This is an optimization exercise on Yosys and OpenROAD, whose aim is small area, a short achievable clock period and few clock cycles, not a production implementation. In this exercise RTL edits were held to simulation tests only and were not proved equivalent to the original.

==> inputs of trial 96 <==
Design datapath_mc, start of the top module:
module datapath_mc
#(
  parameter int WIDTH      = 32,
  parameter int IMEM_DEPTH = 64,
  localparam int PC_W      = $clog2(IMEM_DEPTH)
) (
  input  logic             clk,
  input  logic             reset,
  input  logic             imem_we,
  input  logic [PC_W-1:0]  imem_addr,
  input  logic [31:0]      imem_wdata,
  input  logic             start,
  output logic [WIDTH-1:0] result,
  output logic             result_valid,
  output logic             halted,
  output logic [PC_W-1:0]  pc
);
Settings: LEC_CHECK=0, CAP_MARGIN=20, CORE_MARGIN=2, CORE_UTILIZATION=60, CTS_BUF_LIST=sky130_fd_sc_hd__clkbuf_8, SETUP_SLACK_MARGIN=5, SLEW_MARGIN=20; clock period 8.0 ns.
run.sh (not shown) runs the stock make flow with config.mk's settings and CLKGATE_MAP_FILE= SYNTH_SCRIPT=/design/flow/synth_recipe.tcl, a recipe that flattens the netlist after the stock synthesis.
==> inputs of build 21, as changes to trial 96 <==
--- a/flow/design.v
+++ b/flow/design.v
@@ -96,26 +96,34 @@
   logic            r_halted;
   logic [PC_W-1:0] r_hpc;       
   logic w_start;                
   logic w_wr_acc;               
   assign w_start  = start   && !r_run && !reset;
-  logic w_early;
-  logic r_at0;                  
-  assign w_early  = w_start && r_at0 && !(imem_we && imem_addr == '0);
   assign w_wr_acc = imem_we && !r_run && !reset;
+  logic            r_wq;
+  logic [PC_W-1:0] r_aq;
+  logic [31:0]     r_dq;
+  logic [23:0]     w_dq_e;
   logic [23:0]     r_imem [IMEM_DEPTH];
-  logic            r_rst_q;     
-  always_ff @(posedge clk) begin
-    if (w_wr_acc) r_imem[imem_addr] <= enc(imem_wdata);
-    r_rst_q <= reset;
+  logic [23:0]     w_imem_rd [IMEM_DEPTH];
+  always_ff @(posedge clk) begin
+    r_wq <= w_wr_acc;
+    r_aq <= imem_addr;
+    r_dq <= imem_wdata;
+  end
+  assign w_dq_e = enc(r_dq);
+  always_ff @(posedge clk) begin
+    if (r_wq) r_imem[r_aq] <= w_dq_e;
+  end
+  always_comb begin
+    for (int i = 0; i < IMEM_DEPTH; i++) w_imem_rd[i] = r_imem[i];
+    if (r_wq && r_aq == '0) w_imem_rd[0] = w_dq_e;
   end
   logic [PC_W-1:0]  r_f;
   logic             r_id_v;
   logic [23:0]      r_ir;
   logic [PC_W-1:0]  r_id_pc;
-  logic             r_id_fuse;   
-  logic [PC_W-1:0]  r_id_ftgt;
   logic             r_ex_v;
   logic [WIDTH-1:0] r_ex_a;
   logic [WIDTH-1:0] r_ex_b;
   logic             r_ex_cin;
   logic             r_ex_add, r_ex_and, r_ex_or, r_ex_xor, r_ex_slt;
@@ -124,53 +132,39 @@
   logic [3:0]       r_ex_rd;
   logic             r_ex_beq;
   logic             r_ex_halt;
   logic [PC_W-1:0]  r_ex_tgt;
   logic [PC_W-1:0]  r_ex_pc;
-  logic             r_ex_fuse;
-  logic [PC_W-1:0]  r_ex_ftgt;
   logic             r_wb_v;      
-  logic             r_wb_wr;     
-  logic [15:1]      r_wb_we;
+  logic             r_wb_wr;
   logic [3:0]       r_wb_rd;
   logic [WIDTH-1:0] r_res;
-  logic             r_wb_ft;     
-  logic             r_wb_bt;     
-  logic [PC_W-1:0]  r_wb_ftgt;   
-  logic             r_fk_v;
-  logic [PC_W-1:0]  r_fk_key;
-  logic [PC_W-1:0]  r_fk_next;   
-  logic [PC_W-1:0]  r_fk_tgt;    
+  logic             r_jc_v;
+  logic [PC_W-1:0]  r_jc_key;    
+  logic [PC_W-1:0]  r_jc_tgt;
   logic [WIDTH-1:0] r_regs [1:15];
   logic [WIDTH-1:0] w_rf [16];
   always_comb begin
     w_rf[0] = '0;
     for (int i = 1; i < 16; i++) w_rf[i] = r_regs[i];
   end
   logic [WIDTH-1:0] w_sum;
   logic             w_lt;
   logic [WIDTH-1:0] w_alu_y;
   logic             w_eq;
+  logic             w_redirect;
   assign w_sum = r_ex_a + r_ex_b + WIDTH'(r_ex_cin);
   assign w_lt  = (r_ex_a[WIDTH-1] == r_ex_b[WIDTH-1]) ? r_ex_a[WIDTH-1] : w_sum[WIDTH-1];
   assign w_alu_y = ({WIDTH{r_ex_add}} & w_sum)
                  | ({WIDTH{r_ex_and}} & (r_ex_a & r_ex_b))
                  | ({WIDTH{r_ex_or}}  & (r_ex_a | r_ex_b))
                  | ({WIDTH{r_ex_xor}} & (r_ex_a ^ r_ex_b))
                  | {{(WIDTH-1){1'b0}}, r_ex_slt & w_lt};
   assign w_eq  = (r_ex_a == r_ex_b);
-  logic             w_ftaken;
-  logic [WIDTH-1:0] w_zc;
-  logic             w_sum_zero;
-  assign w_zc       = {r_ex_a[WIDTH-2:0] | r_ex_b[WIDTH-2:0], r_ex_cin};
-  assign w_sum_zero = ((r_ex_a ^ r_ex_b) == w_zc);
-  assign w_ftaken   = r_wb_bt || r_wb_ft;
+  assign w_redirect = r_ex_v && r_ex_beq && w_eq;
   logic w_halt;
-  logic w_halt_ex, w_halt_id;
-  assign w_halt_ex = r_ex_v && r_ex_halt && !w_ftaken;
-  assign w_halt_id = r_id_v && d_halt && !(r_ex_v && (r_ex_beq || r_ex_fuse)) && !w_ftaken;
-  assign w_halt    = w_halt_ex || w_halt_id;
+  assign w_halt = r_ex_v && r_ex_halt;
   logic             d_addi;
   logic [3:0]       d_op, d_rs, d_rt, d_rd;
   logic             d_alu, d_wr, d_beq, d_jmp, d_halt, d_inv;
   logic [WIDTH-1:0] d_imm;
   logic [PC_W-1:0]  d_imm6;
@@ -192,80 +186,64 @@
   assign d_inv  = !d_addi && (d_op == 4'h2 || d_op == 4'h6);
   assign d_rfa  = w_rf[d_rs];
   assign d_rfb  = w_rf[d_rt];
   assign d_fa_ex = r_ex_v && r_ex_wr && (r_ex_rd == d_rs);
   assign d_fb_ex = r_ex_v && r_ex_wr && (r_ex_rd == d_rt) && !d_addi;
-  assign d_fa_wb = r_wb_v && r_wb_wr && (r_wb_rd == d_rs);
-  assign d_fb_wb = r_wb_v && r_wb_wr && (r_wb_rd == d_rt);
+  assign d_fa_wb = r_wb_wr && (r_wb_rd == d_rs);
+  assign d_fb_wb = r_wb_wr && (r_wb_rd == d_rt);
   assign d_a = d_fa_ex ? w_alu_y : (d_fa_wb ? r_res : d_rfa);
   assign d_b = d_fb_ex ? (w_alu_y ^ {WIDTH{d_inv}})
                        : ((d_addi ? d_imm : (d_fb_wb ? r_res : d_rfb)) ^ {WIDTH{d_inv}});
-  assign w_id_jmp = r_id_v && d_jmp && !w_ftaken;
-  logic w_fk_train;
-  assign w_fk_train = r_id_v && d_beq && r_ex_v && r_ex_wr && r_ex_add
-                   && (r_ex_pc + PC_W'(1) == r_id_pc)
-                   && (((d_rs == r_ex_rd) && (d_rt == 4'd0))
-                    || ((d_rs == 4'd0) && (d_rt == r_ex_rd)));
-  logic [PC_W-1:0]       w_f_inc;
-  logic [PC_W-1:0]       w_f_next;
-  logic                  w_fk_hit;
+  assign w_id_jmp = r_id_v && d_jmp && !w_redirect;
+  logic [PC_W-1:0] w_f_inc;
+  logic [PC_W-1:0] w_f_next;
   assign w_f_inc  = r_f + PC_W'(1);
-  assign w_fk_hit = r_fk_v && (r_fk_key == r_f);
-  logic [PC_W-1:0]       w_f_jump;
-  assign w_f_jump = w_ftaken   ? r_wb_ftgt
+  assign w_f_next = w_redirect ? r_ex_tgt
                   : w_id_jmp   ? d_imm6
-                  : r_fk_next;
-  assign w_f_next = !r_run ? PC_W'(w_early)
-                  : (w_ftaken || w_id_jmp || w_fk_hit) ? w_f_jump
+                  : (r_jc_v && r_jc_key == r_f) ? r_jc_tgt
                   : w_f_inc;
   always_ff @(posedge clk) begin
     if (reset) begin
       r_run    <= 1'b0;
       r_halted <= 1'b0;
       r_id_v   <= 1'b0;
       r_ex_v   <= 1'b0;
       r_wb_v   <= 1'b0;
-      r_fk_v   <= 1'b0;
-      r_wb_ft  <= 1'b0;
-      r_wb_bt  <= 1'b0;
+      r_wb_wr  <= 1'b0;
+      r_jc_v   <= 1'b0;
     end else begin
-      if (w_wr_acc) r_fk_v <= 1'b0;
-      else if (r_run && w_fk_train) r_fk_v <= 1'b1;
-      r_wb_v  <= r_run && r_ex_v && r_ex_alu && !w_ftaken;
-      r_wb_ft <= r_run && r_ex_v && r_ex_fuse && w_sum_zero && !w_ftaken;
-      r_wb_bt <= r_run && r_ex_v && r_ex_beq && w_eq && !w_ftaken;
+      if (w_wr_acc) r_jc_v <= 1'b0;
       if (w_start) begin
         r_run    <= 1'b1;
         r_halted <= 1'b0;
-        r_id_v   <= w_early;
       end else if (r_run) begin
+        r_wb_v  <= r_ex_v && r_ex_alu;
+        r_wb_wr <= r_ex_v && r_ex_wr;
         if (w_halt) begin
           r_run    <= 1'b0;
           r_halted <= 1'b1;
           r_id_v   <= 1'b0;
           r_ex_v   <= 1'b0;
         end else begin
-          r_id_v <= !w_ftaken && !w_id_jmp;
-          r_ex_v <= r_id_v && !w_ftaken;
+          r_id_v <= !w_redirect && !w_id_jmp;
+          r_ex_v <= r_id_v && !w_redirect;
         end
+        if (w_id_jmp) begin
+          r_jc_v   <= 1'b1;
+          r_jc_key <= r_id_pc - PC_W'(1);
+          r_jc_tgt <= d_imm6;
+        end
+      end else begin
+        r_wb_v  <= 1'b0;
+        r_wb_wr <= 1'b0;
       end
     end
   end
   always_ff @(posedge clk) begin
-    for (int i = 1; i < 16; i++)
-      r_wb_we[i] <= reset || (r_run && r_ex_v && r_ex_wr && !w_ftaken && r_ex_rd == 4'(i));
-  end
-  always_ff @(posedge clk) begin
-    r_f      <= w_f_next;
-    r_at0    <= !r_run && !w_early;
-    r_ir     <= r_imem[r_f];
+    r_f      <= w_start ? '0 : w_f_next;
+    r_ir     <= w_imem_rd[r_f];
     r_id_pc  <= r_f;
-    r_id_fuse <= r_run && w_fk_hit;
-    r_id_ftgt <= r_fk_tgt;
-    r_ex_fuse <= r_id_fuse;
-    r_ex_ftgt <= r_id_ftgt;
-    r_wb_ftgt <= r_ex_beq ? r_ex_tgt : r_ex_ftgt;
     r_ex_a   <= d_a;
     r_ex_b   <= d_b;
     r_ex_cin <= d_inv;
     r_ex_add <= d_addi || d_op == 4'h1 || d_op == 4'h2;
     r_ex_and <= !d_addi && d_op == 4'h3;
@@ -278,27 +256,18 @@
     r_ex_beq <= d_beq;
     r_ex_halt <= d_halt;
     r_ex_tgt <= r_id_pc + PC_W'(1) + d_imm6;
     r_ex_pc  <= r_id_pc;
     r_wb_rd  <= r_ex_rd;
-    r_wb_wr  <= r_ex_v && r_ex_wr;
-    if (w_fk_train) begin
-      r_fk_key  <= r_ex_pc;
-      r_fk_tgt  <= r_id_pc + PC_W'(1) + d_imm6;
-      r_fk_next <= r_id_pc + PC_W'(1);
-    end else if (w_id_jmp && r_fk_next == r_id_pc) begin
-      r_fk_next <= d_imm6;
-    end
     r_res    <= w_alu_y;
-    if (w_halt_ex)      r_hpc <= r_ex_pc;
-    else if (w_halt_id) r_hpc <= r_id_pc;
+    if (r_ex_v && r_ex_halt) r_hpc <= r_ex_pc;
   end
   logic [WIDTH-1:0] w_rf_wd;
-  assign w_rf_wd = r_rst_q ? '0 : r_res;
+  assign w_rf_wd = reset ? '0 : r_res;
   always_ff @(posedge clk) begin
     for (int i = 1; i < 16; i++)
-      if (r_wb_we[i]) r_regs[i] <= w_rf_wd;
+      if (reset || (r_wb_wr && r_wb_rd == 4'(i))) r_regs[i] <= w_rf_wd;
   end
   assign result       = r_res;
   assign result_valid = r_wb_v;
   assign halted       = r_halted;
   assign pc           = r_hpc;
Settings changed: CORE_UTILIZATION 60 to 40, CTS_BUF_LIST sky130_fd_sc_hd__clkbuf_8 to unset, SETUP_SLACK_MARGIN 5 to unset.
==> impl_metrics.json <==
{
  "ys_seq_area_frac": 0.719,
  "r2r_slack_ps": 4900,
  "fin_hold_ws_ps": 326,
  "cts_root_buf": "clkbuf_8",
  "status": "finished clean",
  "fin_crit_ps": 3260,
  "drt-met1-wl_um": 105000
}
the above is filed under trial 96

==> impl_metrics.json <==
{
  "fin_hold_ws_ps": 388,
  "fin_crit_ps": 4920,
  "ios": 82,
  "r2r_slack_ps": 3080,
  "status": "finished clean",
  "cts_root_buf": "clkbuf_16",
  "ys_seq_area_frac": 0.749,
  "drt-met1-wl_um": 121000
}
the above is filed under build 21

Testbench counts of trial 96, summed over its fixed seeds: cycles 12,060.
Testbench counts of build 21, summed over its fixed seeds: cycles 13,324.

---

==> job 4368 <==
datapath_mc, a different RTL version from the one above (not shown whole).
export LEC_CHECK = 0
export CAP_MARGIN = 20
export CORE_MARGIN = 2
export CORE_UTILIZATION = 60
export CTS_BUF_LIST = sky130_fd_sc_hd__clkbuf_16
export CTS_CLUSTER_DIAMETER = 80
export CTS_CLUSTER_SIZE = 20
export SETUP_SLACK_MARGIN = 5
export SLEW_MARGIN = 20
create_clock -name core_clock -period 8.0 [get_ports {clk}]
standard.sh (not shown) runs the stock make flow with config.mk's settings and CLKGATE_MAP_FILE= SYNTH_SCRIPT=/design/flow/synth_recipe.tcl, a recipe that flattens the netlist after the stock synthesis.
==> flow/flow/run.sh <==
#!/bin/bash
# Layout flow: the standard ORFS flow (standard.sh, unchanged synthesis
# and steps), except that buffer_ports puts a plain sky130_fd_sc_hd__buf_4 on
# every input and output port instead of the delay cell it picks by default.
# The full make output goes to standard.log in this folder; ORFS's per-step
# logs stay under orfs/logs/.
export BUFFER_PORTS_ARGS="-buffer_cell sky130_fd_sc_hd__buf_4"
bash standard.sh > standard.log 2>&1
status=$?
tail -n 20 standard.log
exit $status
==> job 9375: changes against job 4368 <==
--- a/flow/design.v
+++ b/flow/design.v
@@ -99,28 +99,29 @@
   logic w_wr_acc;               
   assign w_start  = start   && !r_run && !reset;
   logic w_early;
   logic r_at0;                  
   assign w_early  = w_start && r_at0 && !(imem_we && imem_addr[PC_W-1:1] == '0);
   assign w_wr_acc = imem_we && !r_run && !reset;
-  logic            r_wq;
   logic            r_wq0;       
-  logic [PC_W-1:0] r_aq;
+  logic [7:0]      r_aq_hi;     
+  logic [7:0]      r_aq_lo;     
   logic [23:0]     r_dq_e;      
   logic [23:0]     r_imem [IMEM_DEPTH];
   logic [23:0]     w_imem_rd [IMEM_DEPTH];
   logic            r_rst_q;     
   always_ff @(posedge clk) begin
-    r_wq    <= w_wr_acc;
     r_wq0   <= w_wr_acc && imem_addr == '0;
-    r_aq    <= imem_addr;
+    r_aq_hi <= w_wr_acc ? (8'd1 << imem_addr[5:3]) : 8'd0;
+    r_aq_lo <= 8'd1 << imem_addr[2:0];
     r_dq_e  <= enc(imem_wdata);
     r_rst_q <= reset;
   end
   always_ff @(posedge clk) begin
-    if (r_wq) r_imem[r_aq] <= r_dq_e;
+    for (int i = 0; i < IMEM_DEPTH; i++)
+      if (r_aq_hi[i / 8] && r_aq_lo[i % 8]) r_imem[i] <= r_dq_e;
   end
   always_comb begin
     for (int i = 0; i < IMEM_DEPTH; i++) w_imem_rd[i] = r_imem[i];
     if (r_wq0) w_imem_rd[0] = r_dq_e;
   end
   logic [PC_W-1:0]       r_f;
Settings changed: CTS_BUF_LIST sky130_fd_sc_hd__clkbuf_16 to sky130_fd_sc_hd__clkbuf_8 sky130_fd_sc_hd__clkbuf_16, CTS_CLUSTER_DIAMETER 80 to 60, CTS_CLUSTER_SIZE 20 to 15.
==> job 3778: changes against job 4368 <==
Settings changed: CTS_BUF_LIST sky130_fd_sc_hd__clkbuf_16 to sky130_fd_sc_hd__clkbuf_8 sky130_fd_sc_hd__clkbuf_16, CTS_CLUSTER_DIAMETER 80 to 60, CTS_CLUSTER_SIZE 20 to 15.
==> results list <==
- Status: complete, no violations
* Worst path setup slack after routing: between 4000 and 5000 ps
- Synthesized area per cell: approximately 15 µm²
- Summing all placed instances gives a cell area of 95,200 µm².
- Count of non-CTS buffers in the layout: 391
* Actual slew at the worst max-slew pin: approximately 1100 ps
- The clock reaches the later pin of the worst-skew pair after ~800 ps.
* Proportion of netlist area held by the largest area contributor: 0.673
That was job 4368.
==> results list <==
* Status: complete, no violations
- Proportion of netlist area held by the largest area contributor: 0.673
- Actual slew at the worst max-slew pin: about 1100 ps
- The later pin in the worst-skew pair is clocked with a latency of between 800 and 900 ps.
* Synthesized area per cell: 15.4 µm²
That was job 3778.
==> results list <==
* Synthesized area per cell: between 15 and 20 µm²
* Max-slew violation count: 7
- Worst path setup slack after routing: between 4000 and 5000 ps
- Proportion of netlist area held by the largest area contributor: 0.674
- Status: finished with violations
* Reported max-cap violation count: 1
* Set of violated layout checks: max-capacitance violations, max-slew violations
- Count of non-CTS buffers in the layout: 406
That was job 9375.
Testbench counts of job 4368, summed over its fixed seeds: cycles 12,060.
Testbench counts of job 9375, summed over its fixed seeds: cycles 12,060.
Testbench counts of job 3778, summed over its fixed seeds: cycles 12,060.

## static timing again, ports no longer ideal
The flow's constraints put no driver on any port. The routed layouts listed below were extracted and timed again, unchanged, in two steps.
Step 1 sets driving cells, clkbuf_16 on the clock port and buf_2 on the other inputs (assumed; they add their load-dependent delay and slew).
Step 2 times the ports against the registers' clock, not the clock port: input delays grow and output delays shrink by t, the midpoint of the rising clock arrivals with the driver on.
Slacks: ideal / step 1 / step 2; pairs: ideal / step 1.
run | t (ns) | setup WS [ns] | worst setup path after step 2 | latest minus earliest clock arrival (ns) | cell pins on the clock port's net
trial 96 | 1.075 | 4.737 / 4.654 / 3.679 | input to register | 0.066 / 0.065 | 1
build 21 | 0.962 | 3.083 / 3.083 / 3.083 | register to register | 0.062 / 0.063 | 1
job 4368 | 0.877 | 4.902 / 4.902 / 4.538 | input to register | 0.042 / 0.043 | 1
job 9375 | 0.922 | 4.747 / 4.747 / 4.372 | input to register | 0.047 / 0.046 | 1
job 3778 | 0.911 | 4.952 / 4.920 / 4.534 | input to register | 0.043 / 0.044 | 1
For trial 96, which loses most, drivers alone change the setup slack by -0.083 ns; drivers and shift together by -1.058 ns.
